From an optimization exercise on the open Yosys and OpenROAD flow, aimed at small area, a short achievable clock period and few clock cycles per item; shortcuts taken in it are not production practice. RTL that was checked went through simulation tests only; none was proved equivalent to the original. No functional check of the RTL was part of runs 3 to 5. No activity file was given, so power comes from the tool's default toggle rates.

==> flow/design.v <==
module ram_sp_rsp #(
  parameter int AW    = 9,
  parameter int DW    = 8,
  parameter int DEPTH = 384,
  parameter int CW    = 16,
  parameter int RQ    = 5,     
  parameter int K     = 4,     
  parameter int NP    = 8      
) (
  input  logic          clk,
  input  logic          reset,
  input  logic          req_valid,
  output logic          req_ready,
  input  logic          req_we,
  input  logic          req_oe,
  input  logic [AW-1:0] req_addr,
  input  logic [DW-1:0] req_wdata,
  output logic          rsp_valid,
  input  logic          rsp_ready,
  output logic [DW-1:0] rsp_rdata,
  output logic          rsp_err,
  output logic [CW-1:0] wr_cnt,
  output logic [CW-1:0] rd_cnt
);
  localparam int KW  = 2;                     
  localparam int NR  = DEPTH / K;             
  localparam int RH  = (NR + 15) / 16;        
  localparam int RG  = (NR + 7) / 8;          
  localparam int CAP = RQ + 1;                
  localparam int OW  = $clog2(CAP + 1);
  localparam int PW  = $clog2(RQ);
  localparam int NW  = $clog2(NP + 1);
  logic          r_v;
  logic          r_we;
  logic          r_oe;
  logic          r_inr;
  logic [AW-1:0] r_addr;
  logic [DW-1:0] r_wdata;
  logic [RG-1:0] r_rh;          
  logic [7:0]    r_rl;
  logic          r_s_el;        
  logic          r_h_v;
  logic [DW-1:0] r_h_d;
  logic          r_h_e;
  logic [DW-1:0] r_q_d [RQ];
  logic          r_q_e [RQ];
  logic [PW-1:0] r_q_wp;
  logic [PW-1:0] r_q_rp;
  logic [OW-1:0] r_q_n;
  logic          w_q_wr;
  logic          r_rdy;
  logic [OW-1:0] r_out;         
  logic [CW-1:0] r_wr_cnt;
  logic [CW-1:0] r_rd_cnt;
  logic          w_acc;
  logic          w_inr;
  logic          w_acc_wr;
  logic          w_acc_rd;
  logic          w_pop;
  logic          w_s_wr;
  logic          w_s_rd;
  logic [KW-1:0] r_ph;
  logic [KW-1:0] w_el_nx;       
  logic [KW-1:0] w_el_nx2;      
  logic [DW-1:0] r_ring [NR][K];
  logic          r_c_v;
  logic [DW-1:0] r_c_d;
  logic [RH-1:0] r_c_dh;
  logic [3:0]    r_c_dm;
  logic [3:0]    r_c_dl;
  logic          r_c_from_s;    
  logic [NP-1:0] r_c_sel;       
  logic          r_s_hit;       
  logic [NP-1:0] r_p_v;
  logic [NP-1:0] r_p_v2;
  logic [AW-1:0] r_p_a [NP];
  logic [DW-1:0] r_p_d [NP];
  logic [NP-1:0] r_p_hit;       
  logic [NP-1:0] r_p_elq;       
  assign w_inr     = {1'b0, req_addr} < (AW + 1)'(DEPTH);
  assign req_ready = r_rdy && !reset;
  assign w_acc     = req_valid && req_ready;
  assign w_acc_wr  = w_acc && req_we && w_inr;
  assign w_acc_rd  = w_acc && !req_we && req_oe;
  assign w_pop     = r_h_v && rsp_ready;
  assign w_s_wr    = r_v && r_we && r_inr;
  assign w_s_rd    = r_v && !r_we && r_oe;
  assign w_el_nx   = ~(r_ph + 2'd1);
  assign w_el_nx2  = ~(r_ph + 2'd2);
  logic [NP-1:0] w_p_v;
  logic [AW-1:0] w_p_a_nx [NP];   
  assign w_p_v = r_p_v & r_p_v2;
  always_comb begin
    for (int i = 0; i < NP; i++) begin
      w_p_a_nx[i] = w_p_v[i] ? r_p_a[i] : r_addr;
    end
  end
  always_ff @(posedge clk) begin
    r_v     <= w_acc;
    r_we    <= req_we;
    r_oe    <= req_oe;
    r_inr   <= w_inr;
    r_addr  <= req_addr;
    r_wdata <= req_wdata;
    for (int i = 0; i < RG; i++) r_rh[i] <= req_addr[AW-1:KW+3] == (AW - KW - 3)'(i);
    for (int i = 0; i < 8; i++)  r_rl[i] <= req_addr[KW+2:KW] == 3'(i);
    r_s_el  <= req_addr[KW-1:0] == w_el_nx2;
    r_s_hit <= req_addr == r_addr;
    for (int i = 0; i < NP; i++) begin
      r_p_hit[i] <= req_addr == w_p_a_nx[i];
      r_p_elq[i] <= w_p_a_nx[i][KW-1:0] == w_el_nx2;
    end
  end
  always_ff @(posedge clk) begin
    r_ph <= r_ph + 1'b1;
  end
  for (genvar gr = 0; gr < NR; gr++) begin : g_ring
    always_ff @(posedge clk) begin
      r_ring[gr][0] <= (r_c_v && r_c_dh[gr / 16] && r_c_dm[(gr / 4) % 4] && r_c_dl[gr % 4]) ?
                       r_c_d : r_ring[gr][K-1];
      for (int p = 1; p < K; p++) begin
        r_ring[gr][p] <= r_ring[gr][p-1];
      end
    end
  end
  logic [NP-1:0] w_m;           
  logic [NP-1:0] w_el;          
  logic [NP-1:0] w_sel;         
  logic [NP-1:0] w_free_sel;    
  logic          w_any_el;
  logic          w_m_sel;
  logic          w_alloc;
  logic [AW-1:0] w_sel_a;
  logic [DW-1:0] w_sel_d;
  assign w_m  = w_p_v & r_p_hit;
  assign w_el = w_p_v & r_p_elq;
  always_comb begin
    w_sel      = '0;
    w_free_sel = '0;
    w_sel_a    = '0;
    w_sel_d    = '0;
    for (int i = NP - 1; i >= 0; i--) begin
      if (w_el[i])   w_sel      = NP'(1) << i;
      if (!w_p_v[i]) w_free_sel = NP'(1) << i;
    end
    for (int i = 0; i < NP; i++) begin
      w_sel_a = w_sel_a | (r_p_a[i] & {AW{w_sel[i]}});
      w_sel_d = w_sel_d | (r_p_d[i] & {DW{w_sel[i]}});
    end
  end
  assign w_any_el = |w_el;
  assign w_m_sel  = |(w_m & w_sel);
  assign w_alloc  = w_s_wr && !(|w_m) && (w_any_el || !r_s_el);
  always_ff @(posedge clk) begin
    if (w_any_el) begin
      r_c_v      <= 1'b1;
      r_c_d      <= (w_s_wr && w_m_sel) ? r_wdata : w_sel_d;
      for (int i = 0; i < RH; i++) r_c_dh[i] <= w_sel_a[AW-1:KW+4] == (AW - KW - 4)'(i);
      for (int i = 0; i < 4; i++)  r_c_dm[i] <= w_sel_a[KW+3:KW+2] == 2'(i);
      for (int i = 0; i < 4; i++)  r_c_dl[i] <= w_sel_a[KW+1:KW] == 2'(i);
      r_c_from_s <= 1'b0;
      r_c_sel    <= w_sel;
    end else if (w_s_wr && r_s_el) begin
      r_c_v      <= 1'b1;
      r_c_d      <= r_wdata;
      for (int i = 0; i < RH; i++) r_c_dh[i] <= r_addr[AW-1:KW+4] == (AW - KW - 4)'(i);
      for (int i = 0; i < 4; i++)  r_c_dm[i] <= r_addr[KW+3:KW+2] == 2'(i);
      for (int i = 0; i < 4; i++)  r_c_dl[i] <= r_addr[KW+1:KW] == 2'(i);
      r_c_from_s <= 1'b1;
      r_c_sel    <= '0;
    end else begin
      r_c_v      <= 1'b0;
    end
  end
  for (genvar gi = 0; gi < NP; gi++) begin : g_pool
    always_ff @(posedge clk) begin
      if (w_sel[gi]) begin
        r_p_v[gi]  <= 1'b0;
        r_p_v2[gi] <= 1'b0;
      end else if (w_alloc && w_free_sel[gi]) begin
        r_p_v[gi]  <= 1'b1;
        r_p_v2[gi] <= 1'b1;
      end
      if (!w_p_v[gi]) begin
        r_p_a[gi] <= r_addr;
      end
      if (!w_p_v[gi] || (w_s_wr && w_m[gi])) begin
        r_p_d[gi] <= r_wdata;
      end
    end
  end
  logic [DW-1:0] w_col [K];
  logic [NR-1:0] w_rsel;
  logic          w_c_hit;
  logic          w_fwd;
  logic [DW-1:0] w_fwd_d;
  assign w_c_hit = r_c_v && (r_c_from_s ? r_s_hit : |(r_c_sel & r_p_hit));
  assign w_fwd   = w_c_hit || (|w_m);
  always_comb begin
    for (int r = 0; r < NR; r++) begin
      w_rsel[r] = r_rh[r / 8] && r_rl[r % 8];
    end
    for (int p = 0; p < K; p++) begin
      w_col[p] = '0;
      for (int r = 0; r < NR; r++) begin
        w_col[p] = w_col[p] | (r_ring[r][p] & {DW{w_rsel[r]}});
      end
    end
    w_fwd_d = r_c_d & {DW{w_c_hit}};
    for (int i = 0; i < NP; i++) begin
      w_fwd_d = w_fwd_d | (r_p_d[i] & {DW{w_m[i]}});
    end
  end
  logic          r_r_v;
  logic          r_r_inr;
  logic          r_r_fwd;
  logic [K-1:0]  r_r_pos;       
  logic [DW-1:0] r_r_fwd_d;
  logic [DW-1:0] r_r_col [K];
  logic          w_push;
  logic [DW-1:0] w_s_d;
  always_ff @(posedge clk) begin
    r_r_v     <= w_s_rd && !reset;
    r_r_inr   <= r_inr;
    r_r_fwd   <= w_fwd;
    for (int p = 0; p < K; p++) r_r_pos[p] <= r_addr[KW-1:0] + r_ph == KW'(p);
    r_r_fwd_d <= w_fwd_d;
    for (int p = 0; p < K; p++) r_r_col[p] <= w_col[p];
  end
  always_comb begin
    w_s_d = '0;
    for (int p = 0; p < K; p++) begin
      w_s_d = w_s_d | (r_r_col[p] & {DW{r_r_pos[p]}});
    end
    if (r_r_fwd) w_s_d = r_r_fwd_d;
    if (!r_r_inr) w_s_d = '0;
  end
  assign w_push = r_r_v && !reset;
  logic [NP-1:0] w_srt;
  logic          w_p_ok0;       
  logic          w_p_ok1;       
  logic          w_p_ok;
  logic          w_o_ok;
  always_comb begin
    w_srt = w_p_v;
    for (int k = 0; k < NP; k++) begin
      for (int i = k % 2; i + 1 < NP; i += 2) begin
        {w_srt[i + 1], w_srt[i]} = {w_srt[i + 1] | w_srt[i], w_srt[i + 1] & w_srt[i]};
      end
    end
  end
  always_comb begin
    case ({w_s_wr, w_any_el})
      2'b10:   begin w_p_ok0 = !w_srt[1]; w_p_ok1 = !w_srt[2]; end
      2'b01:   begin w_p_ok0 = 1'b1;      w_p_ok1 = !w_srt[0]; end
      default: begin w_p_ok0 = !w_srt[0]; w_p_ok1 = !w_srt[1]; end
    endcase
  end
  assign w_p_ok = w_acc_wr ? w_p_ok1 : w_p_ok0;
  assign w_o_ok = (w_acc_rd && !w_pop) ? (r_out < OW'(CAP - 1)) :
                  (!w_acc_rd && w_pop) ? 1'b1 : (r_out < OW'(CAP));
  always_ff @(posedge clk) begin
    if (reset) begin
      r_rdy    <= 1'b1;
      r_out    <= '0;
      r_wr_cnt <= '0;
      r_rd_cnt <= '0;
    end else begin
      r_rdy    <= w_o_ok && w_p_ok;
      r_out    <= r_out + OW'(w_acc_rd) - OW'(w_pop);
      if (w_acc_wr) r_wr_cnt <= r_wr_cnt + 1'b1;
      if (w_acc_rd) r_rd_cnt <= r_rd_cnt + 1'b1;
    end
  end
  assign w_q_wr = w_push && ((r_h_v && !w_pop) || r_q_n != '0);
  always_ff @(posedge clk) begin
    if (reset) begin
      r_h_v  <= 1'b0;
      r_h_d  <= '0;
      r_h_e  <= 1'b0;
      r_q_wp <= '0;
      r_q_rp <= '0;
      r_q_n  <= '0;
    end else begin
      if (!r_h_v || w_pop) begin
        if (r_q_n != '0) begin
          r_h_v  <= 1'b1;
          r_h_d  <= r_q_d[r_q_rp];
          r_h_e  <= r_q_e[r_q_rp];
          r_q_rp <= (r_q_rp == PW'(RQ - 1)) ? '0 : r_q_rp + 1'b1;
          if (!w_push) r_q_n <= r_q_n - 1'b1;
        end else begin
          r_h_v <= w_push;
          r_h_d <= w_push ? w_s_d : '0;
          r_h_e <= w_push && !r_r_inr;
        end
      end else if (w_push) begin
        r_q_n <= r_q_n + 1'b1;
      end
      if (w_q_wr) begin
        r_q_wp <= (r_q_wp == PW'(RQ - 1)) ? '0 : r_q_wp + 1'b1;
      end
    end
  end
  for (genvar gi = 0; gi < RQ; gi++) begin : g_q
    always_ff @(posedge clk) begin
      if (w_q_wr && r_q_wp == PW'(gi)) begin
        r_q_d[gi] <= w_s_d;
        r_q_e[gi] <= !r_r_inr;
      end
    end
  end
  assign rsp_valid = r_h_v;
  assign rsp_rdata = r_h_d;
  assign rsp_err   = r_h_e;
  assign wr_cnt    = r_wr_cnt;
  assign rd_cnt    = r_rd_cnt;
endmodule
==> flow/run.sh <==
#!/bin/bash
# synth_recipe.tcl (not shown) runs the flow's synth.tcl, then flattens the netlist and writes it again
# the make line also repeats each setting of config.mk as NAME=value (left out here)
make -C /OpenROAD-flow-scripts/flow DESIGN_CONFIG=/design/flow/config.mk WORK_HOME=/design/flow/orfs CLKGATE_MAP_FILE= SYNTH_SCRIPT=/design/flow/synth_recipe.tcl finish
==> flow/config.mk <==
export PLATFORM = sky130hd
export DESIGN_NAME = ram_sp_rsp
export DESIGN_NICKNAME = ram_sp_rsp
export VERILOG_FILES = /design/flow/design.v
export SDC_FILE = /design/flow/constraint.sdc
export NUM_CORES = 4
export LEC_CHECK = 0
export ABC_CLOCK_PERIOD_IN_PS = 2200
export CAP_MARGIN = 20
export CORE_MARGIN = 2
export CORE_UTILIZATION = 35
export CTS_BUF_LIST = sky130_fd_sc_hd__clkbuf_16
export CTS_CLUSTER_DIAMETER = 80
export CTS_CLUSTER_SIZE = 24
export SETUP_SLACK_MARGIN = 2.8
export SLEW_MARGIN = 20
==> flow/constraint.sdc <==
create_clock -name core_clock -period 5.0 [get_ports {clk}]
set_input_delay 1.0000 -clock core_clock [delete_from_list [all_inputs] [get_ports {clk}]]
set_output_delay 1.0000 -clock core_clock [all_outputs]
set_load 0.01 [all_outputs]
==> run summary, run 1 <==
CLOCKING
------------------------------------------------------------------------------------------------------
TritonCTS clock tree                                                                               yes
Clock root buffer master                                                                  sky130_fd_sc_hd__clkbuf_16
Maximum clock path buffer count                                                                      4
Number of buffers created by CTS                                                                   176
Clock insertion delay at the later pin of the skew report                                      0.98 ns
Sinks on Clock Net                                                                                3456
Clock transition at the register clock pins on the worst setup and hold paths after CTS        0.10 ns
H-tree depth                                                                                         4

TIMING
------------------------------------------------------------------------------------------------------
Setup ws final                                                                                 2.16 ns
Final Max Tran Viols                                                                                 0
RSZ-0062 raised after global routing                                                               yes
Highest clock rate                                                                             352 MHz
Post-Route Skew                                                                              0.0695 ns
Tcrit/Tclk final                                                                                 56.8%
Hold Fails Final Rpt                                                                                 0
Worst Tran Pin Value                                                                           1.26 ns
Remaining max-slew budget at the tightest pin                                                    16.1%
Final period demand of the worst path                                                          2.84 ns
Setup_tns                                                                                         0 ns
Total setup violations reported at the end of the flow                                               0

HOLD PATH
------------------------------------------------------------------------------------------------------
Min-Delay Startpoint                                                                      r_ring[250][4]
Worst hold endpoint                                                                       r_ring[251][4]
Type of the tightest min-delay check                                                      flip-flop to flip-flop
Worst hold path depth                                                                                0

LOGIC SYNTHESIS
------------------------------------------------------------------------------------------------------
Largest area contributor in the netlist                                                   sky130_fd_sc_hd__dfxtp_1
Sequential cell area fraction in the yosys report                                                66.8%
Ys Warns                                                                                             9
Number of instances in the synthesized netlist                                                    8236
Fraction of post-synthesis cell area in the top cell type by area                                62.9%
Synth Register Bits                                                                               3456
Mapped Avg Cell Area                                                                          12.8 um2
Distinct cell type count after synthesis                                                            79
EDFF count, synth                                                                                  139
Combined area of all synthesized cells                                                       0.106 mm2
Post-Synthesis Net Count                                                                          8281
Post-synth top flop                                                                       sky130_fd_sc_hd__dfxtp_1
Ys async rst share                                                                                  0%
Dominant cells by area after synthesis                                                    sky130_fd_sc_hd__dfxtp_1 63%, sky130_fd_sc_hd__mux2_2 8.8%, sky130_fd_sc_hd__a22oi_1 6.3%, sky130_fd_sc_hd__edfxtp_1 4.0%, sky130_fd_sc_hd__a222oi_1 2.4%

WORST SETUP PATH
------------------------------------------------------------------------------------------------------
Reg-to-Reg End                                                                            r_r_col[0][7]
Worst flop-to-flop path startpoint                                                             r_rh[3]
Required time worst endpoint                                                                   5.81 ns
Arrival @ worst endpoint                                                                       3.66 ns
Worst setup path startpoint                                                                    r_rh[3]
Crit path max fanout                                                                                 6
Setup slack on the worst flop-to-flop path                                                     2.16 ns
Cells on worst reg2reg path                                                                          8
Type of destination of the critical path                                                     flip-flop
Kind of start point of the critical path                                                     flip-flop
Category of the most critical setup path                                                  flip-flop to flip-flop

DIE
------------------------------------------------------------------------------------------------------
Die outline width                                                                               553 um
Overall die area                                                                             0.306 mm2
Initial Utilization                                                                              35.2%
Core region area                                                                             0.300 mm2
Die Y-Extent                                                                                    553 um
Top-level I/O count                                                                                 66
Standard-cell rows                                                                                 201

PWR
------------------------------------------------------------------------------------------------------
Power per Cell Area                                                                         594 mW/mm2
Static power due to leakage                                                                    47.1 nW
Total chip power                                                                              0.0754 W
Worst VDD drop                                                                                  346 uV

CELLS AND AREA
------------------------------------------------------------------------------------------------------
Area grow syn2layout                                                                             20.2%
Fraction of final layout cells with drive strength greater than 1                                28.7%
Area of combinational cells with multiple inputs                                            0.0354 mm2
Final-stage net count                                                                             8666
Layout Utilization                                                                               42.3%
FF+latch area                                                                               0.0708 mm2
Fill cells                                                                                       27398

GRT
------------------------------------------------------------------------------------------------------
Global routing usage summed across all routing layers                                            39.5%
Number of antenna violations at the first check in global routing                                  110
Maximum number of pins on one net before global-route repair                                        89
Global-route wire length before repair                                                          802 mm
Via count of the first global-routing pass                                                       78655
Global-route congestion overflow total                                                               0

DETAILED ROUTING
------------------------------------------------------------------------------------------------------
Remaining antenna violation count                                                                    0
First-pass iteration count of the detailed router                                                   10
Overall routed net length                                                                       639 mm
DR DRC count                                                                                         0
Total via count after detailed routing                                                           88799
Average routed wire per standard cell                                                          50.0 um
Count of routing violations after the opening detailed-route iteration                           18701
Vias per cell                                                                                     6.95

RUN
------------------------------------------------------------------------------------------------------
Max-Cap Viols                                                                                        0

PLACED DESIGN
------------------------------------------------------------------------------------------------------
Worst slack after detailed placement                                                           1.49 ns
Detailed-placement wirelength estimate                                                          405 mm
Last weighted congestion value of the routability-driven placer                                   1.08
Number of port buffers                                                                              65

OUTCOME
------------------------------------------------------------------------------------------------------
Outcome                                                                       timing/DRC/antenna clean

==> cells by family (layout without fill, tap and decap cells) <==
family,Yosys count,count (layout),share of synthesized area (%)
mux,851,851,9.05
fa+ha+maj,24,24,0.294
simple gates,968,971,4.85
buf+inv,713,1164,2.68
compound gates,2121,2121,15.4
other cells,0,132,0
flops,3456,3456,66.8
xor+xnor,103,103,0.854
==> worst max-delay path by stage <==
| stage | end | slack [ns] |
|---|---|---|
| final | r_r_col[0][7] | 2.16 |
| after global routing | r_r_col[0][2] | 2.29 |
| after CTS | r_r_col[0][2] | 2.31 |
| after detailed placement | r_r_col[3][4] | 1.49 |
| after global placement | r_rl[2] | 1.49 |
| after floorplan | r_out[1] | 2.37 |
==> layout make-up <==
cell class,count,share of cell area [%]
Antenna cell,132,0.260
Clock buffer,180,3.55
Clock inverter,67,0.474
Inverter,79,0.333
Multi-Input combinational cell,4070,27.9
Sequential cell,3456,55.8
Tap cell,3958,3.90
Timing Repair Buffer,837,7.84
Timing Repair inverter,1,0.00394
==> cells in the final DEF (no fill, tap or decap), types with 28 or more instances in the layout <==
cell type                      n
sky130_fd_sc_hd__dfxtp_1    3237
sky130_fd_sc_hd__mux2_2      825
sky130_fd_sc_hd__a22oi_1     807
sky130_fd_sc_hd__buf_4       447
sky130_fd_sc_hd__a222oi_1    250
sky130_fd_sc_hd__a22o_1      196
sky130_fd_sc_hd__o22ai_1     191
sky130_fd_sc_hd__clkbuf_16   189
sky130_fd_sc_hd__a21oi_1     183
sky130_fd_sc_hd__nor2_1      158
sky130_fd_sc_hd__buf_6       148
sky130_fd_sc_hd__edfxtp_1    139
sky130_fd_sc_hd__diode_2     132
sky130_fd_sc_hd__nand2_1     132
sky130_fd_sc_hd__buf_12      105
sky130_fd_sc_hd__nand3_1      92
sky130_fd_sc_hd__a221oi_1     89
sky130_fd_sc_hd__nand4_1      86
sky130_fd_sc_hd__and2_4       80
sky130_fd_sc_hd__a22oi_2      78
sky130_fd_sc_hd__inv_1        66
sky130_fd_sc_hd__xnor2_1      58
sky130_fd_sc_hd__a221oi_2     54
sky130_fd_sc_hd__buf_8        46
sky130_fd_sc_hd__xor2_1       45
sky130_fd_sc_hd__dfxtp_4      44
sky130_fd_sc_hd__nor3_1       43
sky130_fd_sc_hd__o21ai_0      38
sky130_fd_sc_hd__a31oi_1      36
sky130_fd_sc_hd__buf_16       36
sky130_fd_sc_hd__dfxtp_2      36
sky130_fd_sc_hd__nor4_1       33
sky130_fd_sc_hd__nand3_4      28
==> flip-flops by register name, indices dropped and copies added (netlist names), 8 cells and up <==
name	cells
r_wr_cnt	16
r_p_d	64
r_p_v2	8
r_p_elq	8
r_q_d	40
r_c_sel	8
r_p_hit	8
r_wdata	8
r_r_col	32
r_rd_cnt	16
r_p_a	72
r_c_d	8
r_r_fwd_d	8
r_addr	9
r_rh	12
r_rl	8
r_h_d	8
r_ring	3072
==> cell usage after synthesis (12+ instances only) <==
cell type	n
sky130_fd_sc_hd__nand2b_1	12
sky130_fd_sc_hd__a31oi_1	40
sky130_fd_sc_hd__o22ai_1	200
sky130_fd_sc_hd__xnor2_1	58
sky130_fd_sc_hd__or3_1	16
sky130_fd_sc_hd__o221ai_1	13
sky130_fd_sc_hd__and2_1	107
sky130_fd_sc_hd__nor4_1	76
sky130_fd_sc_hd__inv_1	67
sky130_fd_sc_hd__o22a_1	15
sky130_fd_sc_hd__mux2i_1	25
sky130_fd_sc_hd__clkbuf_1	383
sky130_fd_sc_hd__nand4b_1	15
sky130_fd_sc_hd__a222oi_1	250
sky130_fd_sc_hd__a22oi_1	885
sky130_fd_sc_hd__nor3_1	57
sky130_fd_sc_hd__a32oi_1	26
sky130_fd_sc_hd__a21oi_1	198
sky130_fd_sc_hd__a32o_1	16
sky130_fd_sc_hd__nand4_1	86
sky130_fd_sc_hd__ha_1	20
sky130_fd_sc_hd__nand2_1	171
sky130_fd_sc_hd__a221oi_1	153
sky130_fd_sc_hd__nor2_1	174
sky130_fd_sc_hd__o2111ai_1	20
sky130_fd_sc_hd__o21ai_0	44
sky130_fd_sc_hd__nand3_1	140
sky130_fd_sc_hd__a22o_1	204
sky130_fd_sc_hd__buf_2	115
sky130_fd_sc_hd__mux2_2	825
sky130_fd_sc_hd__and3_1	28
sky130_fd_sc_hd__buf_1	134
sky130_fd_sc_hd__edfxtp_1	139
sky130_fd_sc_hd__dfxtp_1	3317
sky130_fd_sc_hd__xor2_1	45
==> where the power goes <==
part,total [W],internal (W),switching (W),leakage [nW]
combinational,0.0109,0.00437,0.00653,15.9
clock,0.0165,0.00685,0.00963,2.56
sequential,0.0481,0.0384,0.00965,28.6
==> per-layer routing <==
layer | global-route usage, % | vias up | routed length [um]
met1 | 47.7 | 44143 | 227000
met5 | 1.66 | - | 1480
met4 | 32.6 | 69 | 67000
li1 | - | 31884 | -
met2 | 51.7 | 9829 | 240000
met3 | 19.8 | 2874 | 103000
==> worst max-delay path, stage by stage, from the launching register on <==
cell and delay, ns:
sky130_fd_sc_hd__dfxtp_4 0.41, sky130_fd_sc_hd__buf_12 0.16, sky130_fd_sc_hd__buf_4 0.15, sky130_fd_sc_hd__and2_4 0.17, sky130_fd_sc_hd__buf_4 0.20, sky130_fd_sc_hd__a222oi_1 0.71
sky130_fd_sc_hd__nand4_1 0.38, sky130_fd_sc_hd__nor4_4 0.28, sky130_fd_sc_hd__nand4_1 0.19
==> through the flow <==
step	hold WS (ns)	instance area (um2)	instances
after floorplan	0.324	106000	8236
after global placement	0.333	112000	11919
after detailed placement	0.335	112000	11923
after CTS	0.310	124000	12497
after global routing	0.316	127000	12678
final	0.323	127000	12780
==> what timing repair did <==
action	in CTS	in global routing
cloned	31	12
endpoints found under the setup margin	884	368
hold buffers	0	0
buffers inserted	296	138
resized for setup	983	302
pin swaps	156	161
Testbench counts, summed over its fixed seeds: cycles 240,086, items 240,000.
==> run 2: changes to the inputs <==
==> flow/config.mk (replaced) <==
export PLATFORM = sky130hd
export DESIGN_NAME = ram_sp_rsp
export DESIGN_NICKNAME = ram_sp_rsp
export VERILOG_FILES = /design/flow/design.v
export SDC_FILE = /design/flow/constraint.sdc
export NUM_CORES = 4
export LEC_CHECK = 0
export ABC_CLOCK_PERIOD_IN_PS = 2500
export CAP_MARGIN = 20
export CORE_MARGIN = 2
export CORE_UTILIZATION = 35
export CTS_BUF_LIST = sky130_fd_sc_hd__clkbuf_16
export CTS_CLUSTER_DIAMETER = 80
export CTS_CLUSTER_SIZE = 24
export SETUP_SLACK_MARGIN = 2.5
export SLEW_MARGIN = 20
==> run summary, run 2 <==
OUTCOME
------------------------------------------------------------------------------------------------------
Outcome                                                                       timing/DRC/antenna clean

CELLS AND AREA
------------------------------------------------------------------------------------------------------
Final design instance area without fill                                                      0.125 mm2
Most common cell after layout, fill and taps aside                                        sky130_fd_sc_hd__dfxtp_1
Final-stage net count                                                                             8596
Leading cell types in the layout, fill and taps excluded                                  3241 x sky130_fd_sc_hd__dfxtp_1, 830 x sky130_fd_sc_hd__a22oi_1, 825 x sky130_fd_sc_hd__mux2_2
Fraction of final layout cells with drive strength greater than 1                                26.8%
Largest reg by FF count                                                                         r_ring
Number of flip-flops in the largest register                                                      3072
Area grow syn2layout                                                                             18.0%
Largest registers in the final layout                                                     r_ring x3072, r_p_a x72, r_p_d x64

GRT
------------------------------------------------------------------------------------------------------
Global routing usage summed across all routing layers                                            39.3%
Global-route wire length before repair                                                          796 mm
Maximum number of pins on one net before global-route repair                                        97
Via count of the first global-routing pass                                                       77467
Global-route congestion overflow total                                                               0
Number of antenna violations at the first check in global routing                                  129

CLOCKING
------------------------------------------------------------------------------------------------------
TritonCTS clock tree                                                                               yes
Clock insertion delay at the later pin of the skew report                                      0.94 ns
H-tree depth                                                                                         4
Number of buffers added to fix hold violations after cts                                             0
Sinks on Clock Net                                                                                3456
Clock root buffer master                                                                  sky130_fd_sc_hd__clkbuf_16
Number of buffers created by CTS                                                                   177
Maximum clock path buffer count                                                                      4
Clock transition at the register clock pins on the worst setup and hold paths after CTS        0.10 ns

RUN
------------------------------------------------------------------------------------------------------
Max-Cap Viols                                                                                        0

TIMING
------------------------------------------------------------------------------------------------------
Total setup violations reported at the end of the flow                                               0
Worst Tran Pin Value                                                                           1.24 ns
Hold Fails Final Rpt                                                                                 0
Setup_tns                                                                                         0 ns
Highest clock rate                                                                             358 MHz
RSZ-0062 raised after global routing                                                               yes
Post-Route Skew                                                                              0.0575 ns
Final Max Tran Viols                                                                                 0
Tcrit/Tclk final                                                                                 55.9%
Remaining max-slew budget at the tightest pin                                                    17.4%
Final period demand of the worst path                                                          2.80 ns

DETAILED ROUTING
------------------------------------------------------------------------------------------------------
Met3 wirelength from detailed routing                                                          94.8 mm
Count of routing violations after the opening detailed-route iteration                           17868
M1 wire length                                                                                  230 mm
Met2 Routed Length                                                                              245 mm
First-pass iteration count of the detailed router                                                   10
Remaining antenna violation count                                                                    0
Overall routed net length                                                                       632 mm
Vias per cell                                                                                     6.90
Total via count after detailed routing                                                           87779
DR top layer                                                                                      met5
Average routed wire per standard cell                                                          49.7 um
DR DRC count                                                                                         0

PWR
------------------------------------------------------------------------------------------------------
Static power due to leakage                                                                    46.2 nW
Switching component of the power                                                              0.0252 W
Internal power of the cells                                                                   0.0494 W
Proportion of power drawn by combinational gates                                                 13.7%
Switching share of power                                                                         33.8%
Seq pwr share                                                                                    64.1%
Power per Cell Area                                                                         598 mW/mm2
Worst VDD drop                                                                                  303 uV
Clock share of power                                                                             22.2%

LOGIC SYNTHESIS
------------------------------------------------------------------------------------------------------
Area share of fa/ha/maj cells after synthesis                                                   0.294%
Mux share of post-synthesis cell area                                                            9.05%
Leading post-synthesis cells by instance count                                            3317 x sky130_fd_sc_hd__dfxtp_1, 885 x sky130_fd_sc_hd__a22oi_1, 825 x sky130_fd_sc_hd__mux2_2, 383 x sky130_fd_sc_hd__clkbuf_1, 250 x sky130_fd_sc_hd__a222oi_1
Ys Warns                                                                                             9
Synth Register Bits                                                                               3456
Post-Synthesis Net Count                                                                          8281
Largest area contributor in the netlist                                                   sky130_fd_sc_hd__dfxtp_1
Mapped Avg Cell Area                                                                          12.8 um2
Synthesized-area fraction occupied by and/or/nand/nor cells                                      4.85%
Sequential cell area fraction in the yosys report                                                66.8%
Post-synthesis xor/xnor area fraction                                                           0.854%
Distinct cell type count after synthesis                                                            79
Post-synth top flop                                                                       sky130_fd_sc_hd__dfxtp_1
Most used standard cell by instance count after synthesis                                 sky130_fd_sc_hd__dfxtp_1
Dominant cells by area after synthesis                                                    sky130_fd_sc_hd__dfxtp_1 63%, sky130_fd_sc_hd__mux2_2 8.8%, sky130_fd_sc_hd__a22oi_1 6.3%, sky130_fd_sc_hd__edfxtp_1 4.0%, sky130_fd_sc_hd__a222oi_1 2.4%
Ys async rst share                                                                                  0%
Compound-gate portion of the synthesized area                                                    15.4%
Combined area of all synthesized cells                                                       0.106 mm2
Fraction of post-synthesis cell area in the top cell type by area                                62.9%
Number of instances in the synthesized netlist                                                    8236
Combinational family with the most area after synthesis                                   compound AO/OA/AOI/OAI gates
EDFF count, synth                                                                                  139

PLACED DESIGN
------------------------------------------------------------------------------------------------------
Last weighted congestion value of the routability-driven placer                                   1.06
Number of port buffers                                                                              65
Detailed-placement wirelength estimate                                                          410 mm
Cell Area, Placed                                                                            0.112 mm2

WORST SETUP PATH
------------------------------------------------------------------------------------------------------
Crit path max fanout                                                                                 5
Category of the most critical setup path                                                  flip-flop to flip-flop
Type of destination of the critical path                                                     flip-flop
Worst path max stage delay                                                                     0.86 ns
Required time worst endpoint                                                                   5.62 ns
Kind of start point of the critical path                                                     flip-flop
Worst-path cell with the longest stage delay                                              sky130_fd_sc_hd__nand3b_1
Arrival @ worst endpoint                                                                       3.42 ns
Ordered list of cells on the worst path                                                   buf_4 > a22oi_2 > nand3b_1 > nand3_2 > inv_1

HOLD PATH
------------------------------------------------------------------------------------------------------
Type of the tightest min-delay check                                                      flip-flop to flip-flop

DIE
------------------------------------------------------------------------------------------------------
Initial Utilization                                                                              35.2%
Die outline width                                                                               553 um
Top-level I/O count                                                                                 66
Standard-cell rows                                                                                 201
Core region area                                                                             0.300 mm2
Overall die area                                                                             0.306 mm2
Die Y-Extent                                                                                    553 um

==> run 2: cell types whose count changed in the layout (fill, tap and decap cells not counted), moves of 9 or more <==
cell	delta
sky130_fd_sc_hd__buf_2	+39
sky130_fd_sc_hd__nor4_4	-12
sky130_fd_sc_hd__nor4_2	+10
sky130_fd_sc_hd__nor3_1	+9
sky130_fd_sc_hd__bufbuf_16	-9
sky130_fd_sc_hd__buf_4	+11
sky130_fd_sc_hd__buf_6	-86
sky130_fd_sc_hd__a22oi_1	+23
sky130_fd_sc_hd__inv_1	+13
sky130_fd_sc_hd__buf_16	-13
sky130_fd_sc_hd__buf_12	+13
sky130_fd_sc_hd__nand3_4	-9
sky130_fd_sc_hd__a22oi_2	-23
sky130_fd_sc_hd__buf_8	-23
==> run 2: power by group through the flow <==
| stage | clock [W] | sequential [W] | combinational, W |
|---|---|---|---|
| 6_report | 0.0165 | 0.0478 | 0.0102 |
| 4_1_cts | 0.0164 | 0.0467 | 0.00943 |
| 3_3_place_gp | 0 | 0.0473 | 0.00839 |
| 2_1_floorplan | 0 | 0.0422 | 0.00542 |
| 3_5_place_dp | 0 | 0.0473 | 0.00848 |
| 5_1_grt | 0.0173 | 0.0478 | 0.0103 |
==> run 2: area by class of cell <==
| type | count | area [um2] |
|---|---|---|
| Fill cell | 27705 | 175000 |
| Timing Repair Buffer | 770 | 8560 |
| Multi-Input combinational cell | 4067 | 34400 |
| Tap cell | 3958 | 4950 |
| Clock inverter | 70 | 678 |
| Clock buffer | 180 | 4500 |
| Sequential cell | 3456 | 70800 |
| Inverter | 79 | 392 |
| Antenna cell | 134 | 335 |
==> run 2: worst max-delay path: cells and delay by family (launching register included) <==
kind / cells / cell delay, ns
simple gates: 2 / 1.31
buf+inv: 2 / 0.43
flops: 1 / 0.42
compound gates: 1 / 0.32
==> run 2: cell families after synthesis <==
kind of cell	Yosys count
AOI/OAI and AO/OA	2121
xor gates and xnor gates	103
and+or+nand+nor	968
muxes	851
buffers and inverters	713
adders and majority gates	24
DFF	3456
==> run 2: what timing repair did <==
item,in CTS,in global routing
endpoints found under the setup margin,599,193
resized for setup,696,248
cloned,14,11
setup buffers,240,123
pin swaps,86,149
==> run 2: worst paths after layout <==
kind                                     start              to  slack, ns  cells past startpoint
worst max-delay path                r_r_pos[3]     r_q_d[2][0]       2.20                      5
worst min-delay path            r_ring[185][4]  r_ring[186][4]       0.33                      0
worst max register to register      r_r_pos[3]     r_q_d[2][0]       2.20                      5
worst min register to register  r_ring[185][4]  r_ring[186][4]       0.33                      0
==> run 2: routing by layer <==
metal  vias up  GRT usage, %
li1      31744             -
met1     44216          48.1
met2      9127          51.6
met3      2619          18.5
met4        73          33.0
met5         -         0.234
==> run 2: stage by stage <==
step	setup WS, ns	instances	total power, W	hold slack (ns)	utilization [%]
after global placement	1.46	11939	0.0557	0.332	37.2
after floorplan	2.37	8236	0.0477	0.324	-
after detailed placement	1.46	11942	0.0558	0.333	37.3
after CTS	2.33	12446	0.0725	0.330	40.6
after global routing	2.33	12607	0.0754	0.336	41.5
final	2.20	12714	0.0746	0.326	41.5
==> run 3: changes to the inputs <==
--- a/flow/design.v
+++ b/flow/design.v
@@ -24,7 +24,6 @@
 );
   localparam int KW  = 2;                     
   localparam int NR  = DEPTH / K;             
-  localparam int RH  = (NR + 15) / 16;        
   localparam int RG  = (NR + 7) / 8;          
   localparam int CAP = RQ + 1;                
   localparam int OW  = $clog2(CAP + 1);
@@ -65,9 +64,8 @@
   logic [DW-1:0] r_ring [NR][K];
   logic          r_c_v;
   logic [DW-1:0] r_c_d;
-  logic [RH-1:0] r_c_dh;
-  logic [3:0]    r_c_dm;
-  logic [3:0]    r_c_dl;
+  logic [RG-1:0] r_c_rh;        
+  logic [7:0]    r_c_rl;
   logic          r_c_from_s;    
   logic [NP-1:0] r_c_sel;       
   logic          r_s_hit;       
@@ -116,8 +114,7 @@
   end
   for (genvar gr = 0; gr < NR; gr++) begin : g_ring
     always_ff @(posedge clk) begin
-      r_ring[gr][0] <= (r_c_v && r_c_dh[gr / 16] && r_c_dm[(gr / 4) % 4] && r_c_dl[gr % 4]) ?
-                       r_c_d : r_ring[gr][K-1];
+      r_ring[gr][0] <= (r_c_rh[gr / 8] && r_c_rl[gr % 8]) ? r_c_d : r_ring[gr][K-1];
       for (int p = 1; p < K; p++) begin
         r_ring[gr][p] <= r_ring[gr][p-1];
       end
@@ -155,21 +152,20 @@
     if (w_any_el) begin
       r_c_v      <= 1'b1;
       r_c_d      <= (w_s_wr && w_m_sel) ? r_wdata : w_sel_d;
-      for (int i = 0; i < RH; i++) r_c_dh[i] <= w_sel_a[AW-1:KW+4] == (AW - KW - 4)'(i);
-      for (int i = 0; i < 4; i++)  r_c_dm[i] <= w_sel_a[KW+3:KW+2] == 2'(i);
-      for (int i = 0; i < 4; i++)  r_c_dl[i] <= w_sel_a[KW+1:KW] == 2'(i);
+      for (int i = 0; i < RG; i++) r_c_rh[i] <= w_sel_a[AW-1:KW+3] == (AW - KW - 3)'(i);
+      for (int i = 0; i < 8; i++)  r_c_rl[i] <= w_sel_a[KW+2:KW] == 3'(i);
       r_c_from_s <= 1'b0;
       r_c_sel    <= w_sel;
     end else if (w_s_wr && r_s_el) begin
       r_c_v      <= 1'b1;
       r_c_d      <= r_wdata;
-      for (int i = 0; i < RH; i++) r_c_dh[i] <= r_addr[AW-1:KW+4] == (AW - KW - 4)'(i);
-      for (int i = 0; i < 4; i++)  r_c_dm[i] <= r_addr[KW+3:KW+2] == 2'(i);
-      for (int i = 0; i < 4; i++)  r_c_dl[i] <= r_addr[KW+1:KW] == 2'(i);
+      r_c_rh     <= r_rh;
+      r_c_rl     <= r_rl;
       r_c_from_s <= 1'b1;
       r_c_sel    <= '0;
     end else begin
       r_c_v      <= 1'b0;
+      r_c_rh     <= '0;
     end
   end
   for (genvar gi = 0; gi < NP; gi++) begin : g_pool
@@ -213,27 +209,23 @@
   end
   logic          r_r_v;
   logic          r_r_inr;
-  logic          r_r_fwd;
   logic [K-1:0]  r_r_pos;       
-  logic [DW-1:0] r_r_fwd_d;
+  logic [DW-1:0] r_r_fwd_d;     
   logic [DW-1:0] r_r_col [K];
   logic          w_push;
   logic [DW-1:0] w_s_d;
   always_ff @(posedge clk) begin
     r_r_v     <= w_s_rd && !reset;
     r_r_inr   <= r_inr;
-    r_r_fwd   <= w_fwd;
-    for (int p = 0; p < K; p++) r_r_pos[p] <= r_addr[KW-1:0] + r_ph == KW'(p);
-    r_r_fwd_d <= w_fwd_d;
+    for (int p = 0; p < K; p++) r_r_pos[p] <= r_addr[KW-1:0] + r_ph == KW'(p) && !w_fwd && r_inr;
+    r_r_fwd_d <= (w_fwd && r_inr) ? w_fwd_d : '0;
     for (int p = 0; p < K; p++) r_r_col[p] <= w_col[p];
   end
   always_comb begin
-    w_s_d = '0;
+    w_s_d = r_r_fwd_d;
     for (int p = 0; p < K; p++) begin
       w_s_d = w_s_d | (r_r_col[p] & {DW{r_r_pos[p]}});
     end
-    if (r_r_fwd) w_s_d = r_r_fwd_d;
-    if (!r_r_inr) w_s_d = '0;
   end
   assign w_push = r_r_v && !reset;
   logic [NP-1:0] w_srt;
--- a/flow/config.mk
+++ b/flow/config.mk
@@ -8,7 +8,7 @@
 export ABC_CLOCK_PERIOD_IN_PS = 2500
 export CAP_MARGIN = 20
 export CORE_MARGIN = 2
-export CORE_UTILIZATION = 35
+export CORE_UTILIZATION = 42
 export CTS_BUF_LIST = sky130_fd_sc_hd__clkbuf_16
 export CTS_CLUSTER_DIAMETER = 80
 export CTS_CLUSTER_SIZE = 24
==> run summary, run 3 <==
TIMING
------------------------------------------------------------------------------------------------------
Post-Route Skew                                                                              0.0460 ns
Final Max Tran Viols                                                                                 0
Final period demand of the worst path                                                          2.92 ns
Worst Tran Pin Value                                                                           1.39 ns
RSZ-0062 raised after global routing                                                               yes
Setup_tns                                                                                         0 ns
Hold Fails Final Rpt                                                                                 0
Tcrit/Tclk final                                                                                 58.5%
Total setup violations reported at the end of the flow                                               0
Remaining max-slew budget at the tightest pin                                                    6.79%
Highest clock rate                                                                             342 MHz

CELLS AND AREA
------------------------------------------------------------------------------------------------------
Fraction of final layout cells with drive strength greater than 1                                25.1%
Number of flip-flops in the largest register                                                      3072
Final-stage net count                                                                             8543
Layout Utilization                                                                               48.9%
Area grow syn2layout                                                                             16.1%
Largest reg by FF count                                                                         r_ring
Fill cells                                                                                       21874
Area of combinational cells with multiple inputs                                            0.0341 mm2
FF+latch area                                                                               0.0708 mm2
Leading cell types in the layout, fill and taps excluded                                  3259 x sky130_fd_sc_hd__dfxtp_1, 879 x sky130_fd_sc_hd__a22oi_1, 825 x sky130_fd_sc_hd__mux2_2
Most common cell after layout, fill and taps aside                                        sky130_fd_sc_hd__dfxtp_1
Largest registers in the final layout                                                     r_ring x3072, r_p_a x72, r_p_d x64
Final design instance area without fill                                                      0.123 mm2

WORST SETUP PATH
------------------------------------------------------------------------------------------------------
Required time worst endpoint                                                                   5.81 ns
Worst path max stage delay                                                                     1.10 ns
Family with the most delay on the worst path                                              simple AND/OR/NAND/NOR gates
Kind of start point of the critical path                                                     flip-flop
Category of the most critical setup path                                                  flip-flop to flip-flop
Ordered list of cells on the worst path                                                   nand2_2 > mux2_2
Critical path buffers and inverters                                                                  0
Setup slack on the worst flop-to-flop path                                                     2.08 ns
Crit path max fanout                                                                                12
Arrival @ worst endpoint                                                                       3.73 ns
Worst-path cell with the longest stage delay                                              sky130_fd_sc_hd__nand2_2
Type of destination of the critical path                                                     flip-flop

PLACED DESIGN
------------------------------------------------------------------------------------------------------
Cell Area, Placed                                                                            0.111 mm2
Last weighted congestion value of the routability-driven placer                                   1.06
Number of port buffers                                                                              65
Detailed-placement wirelength estimate                                                          378 mm

CLOCKING
------------------------------------------------------------------------------------------------------
Clock root buffer master                                                                  sky130_fd_sc_hd__clkbuf_16
Sinks on Clock Net                                                                                3461
Number of buffers created by CTS                                                                   172
Maximum clock path buffer count                                                                      3
Clock insertion delay at the later pin of the skew report                                      0.92 ns
H-tree depth                                                                                         4
TritonCTS clock tree                                                                               yes
Clock transition at the register clock pins on the worst setup and hold paths after CTS        0.10 ns
Number of buffers added to fix hold violations after cts                                             0

LOGIC SYNTHESIS
------------------------------------------------------------------------------------------------------
Fraction of post-synthesis cell area in the top cell type by area                                63.1%
EDFF count, synth                                                                                  133
Number of instances in the synthesized netlist                                                    8285
Synthesized-area fraction occupied by and/or/nand/nor cells                                      4.81%
Area share of fa/ha/maj cells after synthesis                                                   0.284%
Post-synthesis xor/xnor area fraction                                                           0.904%
Combinational family with the most area after synthesis                                   compound AO/OA/AOI/OAI gates
Post-Synthesis Net Count                                                                          8330
Synth Register Bits                                                                               3461
Compound-gate portion of the synthesized area                                                    15.6%
Combined area of all synthesized cells                                                       0.106 mm2
Dominant cells by area after synthesis                                                    sky130_fd_sc_hd__dfxtp_1 63%, sky130_fd_sc_hd__mux2_2 8.8%, sky130_fd_sc_hd__a22oi_1 6.4%, sky130_fd_sc_hd__edfxtp_1 3.8%, sky130_fd_sc_hd__a222oi_1 2.3%
Distinct cell type count after synthesis                                                            80
Leading post-synthesis cells by instance count                                            3328 x sky130_fd_sc_hd__dfxtp_1, 904 x sky130_fd_sc_hd__a22oi_1, 825 x sky130_fd_sc_hd__mux2_2, 411 x sky130_fd_sc_hd__clkbuf_1, 266 x sky130_fd_sc_hd__nand2_1
Mapped Avg Cell Area                                                                          12.7 um2
Sequential cell area fraction in the yosys report                                                66.9%
Ys Warns                                                                                             9
Ys async rst share                                                                                  0%
Largest area contributor in the netlist                                                   sky130_fd_sc_hd__dfxtp_1
Most used standard cell by instance count after synthesis                                 sky130_fd_sc_hd__dfxtp_1
Mux share of post-synthesis cell area                                                            8.98%
Post-synth top flop                                                                       sky130_fd_sc_hd__dfxtp_1

DETAILED ROUTING
------------------------------------------------------------------------------------------------------
Count of routing violations after the opening detailed-route iteration                           16926
M1 wire length                                                                                  216 mm
DR top layer                                                                                      met5
Met2 Routed Length                                                                              232 mm
Total via count after detailed routing                                                           86084
DR DRC count                                                                                         0
Remaining antenna violation count                                                                    0
Met3 wirelength from detailed routing                                                          91.8 mm
Vias per cell                                                                                     7.16
Average routed wire per standard cell                                                          49.8 um
First-pass iteration count of the detailed router                                                    9
Overall routed net length                                                                       599 mm

DIE
------------------------------------------------------------------------------------------------------
Initial Utilization                                                                              42.1%
Die outline width                                                                               505 um
Core region area                                                                             0.251 mm2
Top-level I/O count                                                                                 66
Die Y-Extent                                                                                    505 um
Standard-cell rows                                                                                 184
Overall die area                                                                             0.255 mm2

GRT
------------------------------------------------------------------------------------------------------
Global-route congestion overflow total                                                               0
Via count of the first global-routing pass                                                       76736
Global routing usage summed across all routing layers                                            44.5%
Maximum number of pins on one net before global-route repair                                        61
Global-route wire length before repair                                                          755 mm
Number of antenna violations at the first check in global routing                                   89

PWR
------------------------------------------------------------------------------------------------------
Static power due to leakage                                                                    45.3 nW
Worst VDD drop                                                                                  429 uV
Power per Cell Area                                                                         536 mW/mm2

OUTCOME
------------------------------------------------------------------------------------------------------
Outcome                                                                       timing/DRC/antenna clean

HOLD PATH
------------------------------------------------------------------------------------------------------
Type of the tightest min-delay check                                                      flip-flop to flip-flop

RUN
------------------------------------------------------------------------------------------------------
Max-Cap Viols                                                                                        0

-- run 3: cell types whose count changed after synthesis, sizes merged, moves of 28 or more --
cell / delta
a21oi: +50
buf: -29
a32oi: +40
o22ai: -29
nand3: -60
nand2: +94
clkbuf: +28
-- run 3: logic make-up (layout without fill, tap and decap cells) --
family | after synthesis | after routing
AO/OA/AOI/OAI | 2156 | 2156
XOR/XNOR | 109 | 109
adder cells (fa/ha/maj) | 23 | 23
buffers and inverters | 700 | 984
flip-flops | 3461 | 3461
multiplexers | 844 | 844
other | 0 | 106
AND/OR/NAND/NOR | 992 | 994
-- run 3: layer usage --
layer	global-route usage [%]	vias up
li1	-	31604
met1	55.2	43121
met2	59.6	8856
met3	19.5	2447
met4	34.6	56
met5	0.488	-
-- run 3: worst register-to-register path, cell delays in order (launching register included) --
cell and delay, ns:
sky130_fd_sc_hd__edfxtp_1 1.06, sky130_fd_sc_hd__nand2_2 1.11, sky130_fd_sc_hd__mux2_2 0.67
-- run 3: layout make-up --
class	instances	area share, %
sequential	3461	57.8
multi-input combinational	4126	27.8
timing repair buffer	670	6.39
clock buffer	174	3.55
tap	3348	3.42
clock inverter	73	0.551
inverter	67	0.287
antenna	106	0.216
-- run 3: worst paths after layout --
check	start	endpoint	cells past startpoint
min	r_ring[184][7]	r_ring[185][7]	0
min reg2reg	r_ring[184][7]	r_ring[185][7]	0
max reg2reg	r_c_rl[7]	r_ring[316][1]	2
max	r_c_rl[7]	r_ring[316][1]	2
-- run 3: report_power, final --
part	internal, W	leakage [nW]	switching, W
combinational	0.00321	14.1	0.00541
sequential	0.0347	28.7	0.00611
clock	0.00666	2.54	0.00952
total	0.0446	45.3	0.0210
-- run 3: timing repair --
action / 4_1_cts / 5_1_grt
endpoints found under the setup margin: 209 / 252
pin swaps: 70 / 111
cloned: 25 / 11
hold endpoints to repair: 0 / 0
setup buffers: 194 / 116
gates resized for setup: 537 / 218
-- run 3: metrics by stage --
step                cells  hold slack, ns  setup WS [ns]  power, W
floorplan            8285           0.327           2.21    0.0419
global placement    11322           0.332           1.00    0.0478
detailed placement  11323           0.336           1.12    0.0479
CTS                 11789           0.334           2.32    0.0639
global route        11933           0.342           2.26    0.0664
finish              12025           0.321           2.08    0.0656
==> run 4: changes to the inputs <==
--- a/flow/config.mk
+++ b/flow/config.mk
@@ -8,7 +8,7 @@
 export ABC_CLOCK_PERIOD_IN_PS = 2500
 export CAP_MARGIN = 20
 export CORE_MARGIN = 2
-export CORE_UTILIZATION = 42
+export CORE_UTILIZATION = 35
 export CTS_BUF_LIST = sky130_fd_sc_hd__clkbuf_16
 export CTS_CLUSTER_DIAMETER = 80
 export CTS_CLUSTER_SIZE = 24
==> run summary, run 4 <==
PLACED DESIGN
------------------------------------------------------------------------------------------------------
Last weighted congestion value of the routability-driven placer                                   1.04
Number of port buffers                                                                              65
Detailed-placement wirelength estimate                                                          376 mm
Cell Area, Placed                                                                            0.111 mm2
Total placed cells including tap cells                                                           11942

CELLS AND AREA
------------------------------------------------------------------------------------------------------
Most common cell after layout, fill and taps aside                                        sky130_fd_sc_hd__dfxtp_1
Largest registers in the final layout                                                     r_ring x3072, r_p_a x72, r_p_d x64
Area grow syn2layout                                                                             14.2%
Layout Utilization                                                                               40.2%
Leading cell types in the layout, fill and taps excluded                                  3262 x sky130_fd_sc_hd__dfxtp_1, 878 x sky130_fd_sc_hd__a22oi_1, 825 x sky130_fd_sc_hd__mux2_2
Final-stage net count                                                                             8401
Number of flip-flops in the largest register                                                      3072
Fraction of final layout cells with drive strength greater than 1                                23.2%
Final design instance area without fill                                                      0.121 mm2
Layout Cells excl Fill                                                                           12473
Largest reg by FF count                                                                         r_ring

LOGIC SYNTHESIS
------------------------------------------------------------------------------------------------------
Post-Synthesis Net Count                                                                          8330
Post-synth top flop                                                                       sky130_fd_sc_hd__dfxtp_1
Mapped Avg Cell Area                                                                          12.7 um2
Distinct cell type count after synthesis                                                            80
Dominant cells by area after synthesis                                                    sky130_fd_sc_hd__dfxtp_1 63%, sky130_fd_sc_hd__mux2_2 8.8%, sky130_fd_sc_hd__a22oi_1 6.4%, sky130_fd_sc_hd__edfxtp_1 3.8%, sky130_fd_sc_hd__a222oi_1 2.3%
EDFF count, synth                                                                                  133
Ys Warns                                                                                             9
Sequential cell area fraction in the yosys report                                                66.9%
Fraction of post-synthesis cell area in the top cell type by area                                63.1%
Synth Register Bits                                                                               3461
Number of instances in the synthesized netlist                                                    8285
Most used standard cell by instance count after synthesis                                 sky130_fd_sc_hd__dfxtp_1
Leading post-synthesis cells by instance count                                            3328 x sky130_fd_sc_hd__dfxtp_1, 904 x sky130_fd_sc_hd__a22oi_1, 825 x sky130_fd_sc_hd__mux2_2, 411 x sky130_fd_sc_hd__clkbuf_1, 266 x sky130_fd_sc_hd__nand2_1
Largest area contributor in the netlist                                                   sky130_fd_sc_hd__dfxtp_1
Combined area of all synthesized cells                                                       0.106 mm2
Ys async rst share                                                                                  0%

TIMING
------------------------------------------------------------------------------------------------------
Total setup violations reported at the end of the flow                                               0
Highest clock rate                                                                             346 MHz
Post-Route Skew                                                                              0.0921 ns
RSZ-0062 raised after global routing                                                               yes
Final Max Tran Viols                                                                                 0
Setup_tns                                                                                         0 ns
Hold Fails Final Rpt                                                                                 0
Worst Tran Pin Value                                                                           1.40 ns
Remaining max-slew budget at the tightest pin                                                    6.34%
Tcrit/Tclk final                                                                                 57.8%
Final period demand of the worst path                                                          2.89 ns

DETAILED ROUTING
------------------------------------------------------------------------------------------------------
Count of routing violations after the opening detailed-route iteration                           16687
Overall routed net length                                                                       584 mm
Total via count after detailed routing                                                           84439
Vias per cell                                                                                     6.77
First-pass iteration count of the detailed router                                                   14
DR DRC count                                                                                         0
Remaining antenna violation count                                                                    0
Average routed wire per standard cell                                                          46.8 um

CLOCKING
------------------------------------------------------------------------------------------------------
Clock root buffer master                                                                  sky130_fd_sc_hd__clkbuf_16
Number of buffers added to fix hold violations after cts                                             0
Sinks on Clock Net                                                                                3461
Clock transition at the register clock pins on the worst setup and hold paths after CTS        0.12 ns
TritonCTS clock tree                                                                               yes
Number of buffers created by CTS                                                                   176
H-tree depth                                                                                         4
Maximum clock path buffer count                                                                      4
Clock insertion delay at the later pin of the skew report                                      0.95 ns

WORST SETUP PATH
------------------------------------------------------------------------------------------------------
Required time worst endpoint                                                                   5.85 ns
Kind of start point of the critical path                                                     flip-flop
Category of the most critical setup path                                                  flip-flop to flip-flop
Worst flop-to-flop path startpoint                                                             r_rh[4]
Type of destination of the critical path                                                     flip-flop
Reg-to-Reg End                                                                            r_r_col[2][3]
Crit path max fanout                                                                                81
Setup slack on the worst flop-to-flop path                                                     2.11 ns
Arrival @ worst endpoint                                                                       3.74 ns
Cells on worst reg2reg path                                                                          7

PWR
------------------------------------------------------------------------------------------------------
Power per Cell Area                                                                         539 mW/mm2
Worst VDD drop                                                                                  357 uV
Static power due to leakage                                                                    43.8 nW

GRT
------------------------------------------------------------------------------------------------------
Global-route congestion overflow total                                                               0
Global routing usage summed across all routing layers                                            36.0%
Global-route wire length before repair                                                          739 mm
Via count of the first global-routing pass                                                       75858
Number of antenna violations at the first check in global routing                                   90
Maximum number of pins on one net before global-route repair                                        96

HOLD PATH
------------------------------------------------------------------------------------------------------
Type of the tightest min-delay check                                                      flip-flop to flip-flop
Min-Delay Startpoint                                                                      r_ring[228][6]
Worst hold path depth                                                                                0
Worst hold endpoint                                                                       r_ring[229][6]

DIE
------------------------------------------------------------------------------------------------------
Initial Utilization                                                                              35.2%
Core region area                                                                             0.300 mm2
Overall die area                                                                             0.306 mm2
Standard-cell rows                                                                                 201
Die outline width                                                                               553 um
Die Y-Extent                                                                                    553 um
Top-level I/O count                                                                                 66

RUN
------------------------------------------------------------------------------------------------------
Max-Cap Viols                                                                                        0

OUTCOME
------------------------------------------------------------------------------------------------------
Outcome                                                                       timing/DRC/antenna clean

run 4: cell count changes in the layout (fill, tap and decap cells not counted), moves of 9 or more:
| cell | previous run | this run |
|---|---|---|
| sky130_fd_sc_hd__buf_4 | 387 | 305 |
| sky130_fd_sc_hd__buf_12 | 98 | 52 |
| sky130_fd_sc_hd__nand2_2 | 62 | 79 |
| sky130_fd_sc_hd__bufbuf_16 | 23 | 10 |
| sky130_fd_sc_hd__nand2_4 | 27 | 14 |
| sky130_fd_sc_hd__a221oi_1 | 91 | 101 |
| sky130_fd_sc_hd__and2_4 | 43 | 33 |
| sky130_fd_sc_hd__inv_6 | 19 | 9 |
| sky130_fd_sc_hd__a221oi_2 | 36 | 27 |
| sky130_fd_sc_hd__buf_16 | 26 | 17 |
run 4: area by class of cell:
cell class / count / area [um2]
Fill cell: 27933 / 179000
Sequential cell: 3461 / 70800
Multi-Input combinational cell: 4126 / 33700
Timing Repair Buffer: 524 / 5700
Tap cell: 3958 / 4950
Clock buffer: 180 / 4500
Clock inverter: 44 / 347
Inverter: 67 / 329
Antenna cell: 113 / 283
run 4: cells by family after synthesis:
family          count (synthesis)  synth area share, %
flops                        3461                 66.9
mux                           844                 8.98
xor+xnor                      109                0.904
buf+inv                       700                 2.56
compound gates               2156                 15.6
fa+ha+maj                      23                0.284
simple gates                  992                 4.81
run 4: metrics by stage:
| stage | total power, W | hold WS (ns) | setup slack, ns |
|---|---|---|---|
| after floorplan | 0.0419 | 0.327 | 2.21 |
| after global placement | 0.0478 | 0.332 | 1.42 |
| after detailed placement | 0.0478 | 0.336 | 1.30 |
| after CTS | 0.0635 | 0.296 | 2.32 |
| after global routing | 0.0658 | 0.305 | 2.31 |
| final | 0.0650 | 0.291 | 2.11 |
run 4: critical path: stages (launching register included):
cell and delay, ns:
sky130_fd_sc_hd__dfxtp_4 0.44, sky130_fd_sc_hd__buf_16 0.23, sky130_fd_sc_hd__nand3_2 0.36, sky130_fd_sc_hd__nand2_1 0.13, sky130_fd_sc_hd__a221oi_2 0.26, sky130_fd_sc_hd__and3_1 0.30
sky130_fd_sc_hd__nand4_1 0.21, sky130_fd_sc_hd__or4_1 0.53
run 4: report_power, final:
part	switching (W)	leakage, nW	internal, W
sequential	0.00614	28.7	0.0347
clock	0.00937	2.45	0.00661
combinational	0.00517	12.7	0.00303
total	0.0207	43.8	0.0444
run 4: worst max path at each step:
stage | from | to | slack, ns | cells after the start
final | r_rh[4] | r_r_col[2][3] | 2.11 | 7
after global routing | r_rl[7] | r_r_col[2][2] | 2.31 | 7
after CTS | r_rh[4] | r_r_col[1][2] | 2.32 | 6
after detailed placement | rsp_ready | r_q_d[4][6] | 1.30 | 5
after global placement | rsp_ready | r_q_d[4][3] | 1.42 | 5
after floorplan | reset | r_out[1] | 2.21 | 12
run 4: metal layers:
layer	routed length, um	global-route usage (%)	vias up
met5	890	0.250	-
met4	57600	29.4	80
met3	90000	17.2	2388
met2	224000	47.5	8403
met1	211000	43.9	42294
li1	-	-	31274
run 4: what timing repair did:
action,in CTS,in global routing
setup endpoints to repair,216,189
pin swaps,22,79
hold endpoints to repair,0,0
cloned,11,11
setup buffers,124,46
resized for setup,403,235
==> run 5: changes to the inputs <==
--- a/flow/design.v
+++ b/flow/design.v
@@ -35,8 +35,7 @@
   logic          r_inr;
   logic [AW-1:0] r_addr;
   logic [DW-1:0] r_wdata;
-  logic [RG-1:0] r_rh;          
-  logic [7:0]    r_rl;
+  logic [NR-1:0] r_rs;          
   logic          r_s_el;        
   logic          r_h_v;
   logic [DW-1:0] r_h_d;
@@ -100,8 +99,7 @@
     r_inr   <= w_inr;
     r_addr  <= req_addr;
     r_wdata <= req_wdata;
-    for (int i = 0; i < RG; i++) r_rh[i] <= req_addr[AW-1:KW+3] == (AW - KW - 3)'(i);
-    for (int i = 0; i < 8; i++)  r_rl[i] <= req_addr[KW+2:KW] == 3'(i);
+    for (int i = 0; i < NR; i++) r_rs[i] <= req_addr[AW-1:KW] == (AW - KW)'(i);
     r_s_el  <= req_addr[KW-1:0] == w_el_nx2;
     r_s_hit <= req_addr == r_addr;
     for (int i = 0; i < NP; i++) begin
@@ -159,8 +157,8 @@
     end else if (w_s_wr && r_s_el) begin
       r_c_v      <= 1'b1;
       r_c_d      <= r_wdata;
-      r_c_rh     <= r_rh;
-      r_c_rl     <= r_rl;
+      for (int i = 0; i < RG; i++) r_c_rh[i] <= r_addr[AW-1:KW+3] == (AW - KW - 3)'(i);
+      for (int i = 0; i < 8; i++)  r_c_rl[i] <= r_addr[KW+2:KW] == 3'(i);
       r_c_from_s <= 1'b1;
       r_c_sel    <= '0;
     end else begin
@@ -186,20 +184,16 @@
     end
   end
   logic [DW-1:0] w_col [K];
-  logic [NR-1:0] w_rsel;
   logic          w_c_hit;
   logic          w_fwd;
   logic [DW-1:0] w_fwd_d;
   assign w_c_hit = r_c_v && (r_c_from_s ? r_s_hit : |(r_c_sel & r_p_hit));
   assign w_fwd   = w_c_hit || (|w_m);
   always_comb begin
-    for (int r = 0; r < NR; r++) begin
-      w_rsel[r] = r_rh[r / 8] && r_rl[r % 8];
-    end
     for (int p = 0; p < K; p++) begin
       w_col[p] = '0;
       for (int r = 0; r < NR; r++) begin
-        w_col[p] = w_col[p] | (r_ring[r][p] & {DW{w_rsel[r]}});
+        w_col[p] = w_col[p] | (r_ring[r][p] & {DW{r_rs[r]}});
       end
     end
     w_fwd_d = r_c_d & {DW{w_c_hit}};
==> run summary, run 5 <==
PWR
------------------------------------------------------------------------------------------------------
Proportion of power drawn by combinational gates                                                 10.0%
Power per Cell Area                                                                         533 mW/mm2
Switching share of power                                                                         29.3%
Internal power of the cells                                                                   0.0436 W
Static power due to leakage                                                                    43.4 nW
Worst VDD drop                                                                                  281 uV
Switching component of the power                                                              0.0181 W

OUTCOME
------------------------------------------------------------------------------------------------------
Outcome                                                                       timing/DRC/antenna clean

WORST SETUP PATH
------------------------------------------------------------------------------------------------------
Type of destination of the critical path                                                     flip-flop
Crit path max fanout                                                                                19
Arrival @ worst endpoint                                                                       3.49 ns
Family with the most delay on the worst path                                              simple AND/OR/NAND/NOR gates
Worst path max stage delay                                                                     0.81 ns
Worst-path cell with the longest stage delay                                              sky130_fd_sc_hd__nor4_1
Critical path buffers and inverters                                                                  1
Category of the most critical setup path                                                  flip-flop to flip-flop

CELLS AND AREA
------------------------------------------------------------------------------------------------------
Largest reg by FF count                                                                         r_ring
Leading cell types in the layout, fill and taps excluded                                  3263 x sky130_fd_sc_hd__dfxtp_1, 1150 x sky130_fd_sc_hd__a22oi_1, 833 x sky130_fd_sc_hd__mux2_2
Final-stage net count                                                                             7953
Fill cells                                                                                       27796
Largest registers in the final layout                                                     r_ring x3072, r_rs x96, r_p_a x72
Most common cell after layout, fill and taps aside                                        sky130_fd_sc_hd__dfxtp_1

CLOCKING
------------------------------------------------------------------------------------------------------
Maximum clock path buffer count                                                                      4
Number of buffers added to fix hold violations after cts                                             0
Sinks on Clock Net                                                                                3537
Clock transition at the register clock pins on the worst setup and hold paths after CTS        0.10 ns
Clock insertion delay at the later pin of the skew report                                      0.95 ns

GRT
------------------------------------------------------------------------------------------------------
Number of antenna violations at the first check in global routing                                   56
Global-route congestion overflow total                                                               0
Global routing usage summed across all routing layers                                            30.9%
Global-route wire length before repair                                                          635 mm
Via count of the first global-routing pass                                                       70972
Maximum number of pins on one net before global-route repair                                        98

TIMING
------------------------------------------------------------------------------------------------------
Final Max Tran Viols                                                                                 0
Post-Route Skew                                                                               0.113 ns
Tcrit/Tclk final                                                                                 54.5%
Hold Fails Final Rpt                                                                                 0
Worst Tran Pin Value                                                                           1.31 ns
RSZ-0062 raised after global routing                                                               yes
Final period demand of the worst path                                                          2.73 ns
Total setup violations reported at the end of the flow                                               0
Setup_tns                                                                                         0 ns

LOGIC SYNTHESIS
------------------------------------------------------------------------------------------------------
Mapped Avg Cell Area                                                                          13.2 um2
Most used standard cell by instance count after synthesis                                 sky130_fd_sc_hd__dfxtp_1
EDFF count, synth                                                                                  133
Ys async rst share                                                                                  0%
Synth Register Bits                                                                               3537
Leading post-synthesis cells by instance count                                            3404 x sky130_fd_sc_hd__dfxtp_1, 1150 x sky130_fd_sc_hd__a22oi_1, 833 x sky130_fd_sc_hd__mux2_2, 451 x sky130_fd_sc_hd__clkbuf_1, 302 x sky130_fd_sc_hd__nand4_1
Ys Warns                                                                                             9
Largest area contributor in the netlist                                                   sky130_fd_sc_hd__dfxtp_1
Number of instances in the synthesized netlist                                                    7951
Post-synth top flop                                                                       sky130_fd_sc_hd__dfxtp_1
Sequential cell area fraction in the yosys report                                                69.0%
Dominant cells by area after synthesis                                                    sky130_fd_sc_hd__dfxtp_1 65%, sky130_fd_sc_hd__mux2_2 9.0%, sky130_fd_sc_hd__a22oi_1 8.3%, sky130_fd_sc_hd__edfxtp_1 3.8%, sky130_fd_sc_hd__a221oi_1 1.9%

DETAILED ROUTING
------------------------------------------------------------------------------------------------------
DR DRC count                                                                                         0
Remaining antenna violation count                                                                    0
First-pass iteration count of the detailed router                                                    9
Total via count after detailed routing                                                           75493
Average routed wire per standard cell                                                          40.7 um
Overall routed net length                                                                       486 mm

DIE
------------------------------------------------------------------------------------------------------
Standard-cell rows                                                                                 200
Core region area                                                                             0.297 mm2
Die outline width                                                                               551 um
Initial Utilization                                                                              35.2%
Die Y-Extent                                                                                    551 um
Overall die area                                                                             0.303 mm2

PLACED DESIGN
------------------------------------------------------------------------------------------------------
Number of port buffers                                                                              65
Last weighted congestion value of the routability-driven placer                                   1.04
Detailed-placement wirelength estimate                                                          318 mm

RUN
------------------------------------------------------------------------------------------------------
Max-Cap Viols                                                                                        0

HOLD PATH
------------------------------------------------------------------------------------------------------
Type of the tightest min-delay check                                                      flip-flop to flip-flop

-- run 5: final cells by class --
class                      count  area [um2]  area share, %
clock buffer                 181        4530           3.91
multi-input combinational   3879       31000           26.8
inverter                      45         188          0.162
sequential                  3537       72400           62.5
timing repair inverter         1        5.00        0.00432
tap                         3939        4930           4.26
clock inverter                32         290          0.251
timing repair buffer         265        2300           1.98
antenna                       58         145          0.125
-- run 5: cells by family after synthesis --
kind of cell    count (synthesis)  synth area share [%]
fa+ha+maj                      22                 0.278
mux                           851                  9.14
xor+xnor                      112                 0.938
compound gates               1794                  13.3
flops                        3537                  69.0
simple gates                 1100                  5.45
buf+inv                       535                  1.92
-- run 5: repair_timing --
item / CTS / global route
endpoints found under the setup margin: 126 / 141
resized for setup: 217 / 48
buffers inserted: 17 / 11
cloned: 0 / 1
pin swaps: 4 / 5
-- run 5: power by group through the flow --
stage	Combinational, W	Sequential, W	Clock (W)
2_1_floorplan	0.00364	0.0372	0
3_3_place_gp	0.00565	0.0395	0
3_5_place_dp	0.00574	0.0396	0
4_1_cts	0.00584	0.0391	0.0158
5_1_grt	0.00635	0.0397	0.0168
6_report	0.00619	0.0395	0.0160
-- run 5: path summary, 6_finish.rpt --
check                           cells after the start              to  slack (ns)            from
worst min register to register                      0  r_ring[274][5]        0.26  r_ring[273][5]
worst min-delay path                                0  r_ring[274][5]        0.26  r_ring[273][5]
worst max register to register                      5   r_r_col[1][1]        2.27         r_rs[5]
worst max-delay path                                5   r_r_col[1][1]        2.27         r_rs[5]
-- run 5: stage by stage --
stage | instances | utilization [%] | setup WS, ns | power, W | area [um2]
4_1_cts | 11866 | 38.8 | 2.50 | 0.0608 | 115000
3_3_place_gp | 11635 | 37.0 | 1.59 | 0.0452 | 110000
3_5_place_dp | 11636 | 37.0 | 1.49 | 0.0454 | 110000
5_1_grt | 11893 | 38.9 | 2.35 | 0.0628 | 116000
2_1_floorplan | 7951 | - | 2.32 | 0.0408 | 105000
6_report | 11937 | 39.0 | 2.27 | 0.0616 | 116000
-- run 5: per-layer routing --
| metal | track usage (%) | share of wire [%] |
|---|---|---|
| met5 | 0.735 | 0.034 |
| met4 | 25.4 | 9.2 |
| met3 | 11.5 | 14 |
| met2 | 42.5 | 40 |
| met1 | 38.3 | 37 |

Check on run 5: ideal ports give 2.273 ns setup slack; a clkbuf_16 on the clock port and buf_2 on the inputs give 2.273 ns; moving port delays by the midpoint clock arrival (0.990 ns) as well gives 1.659 ns.
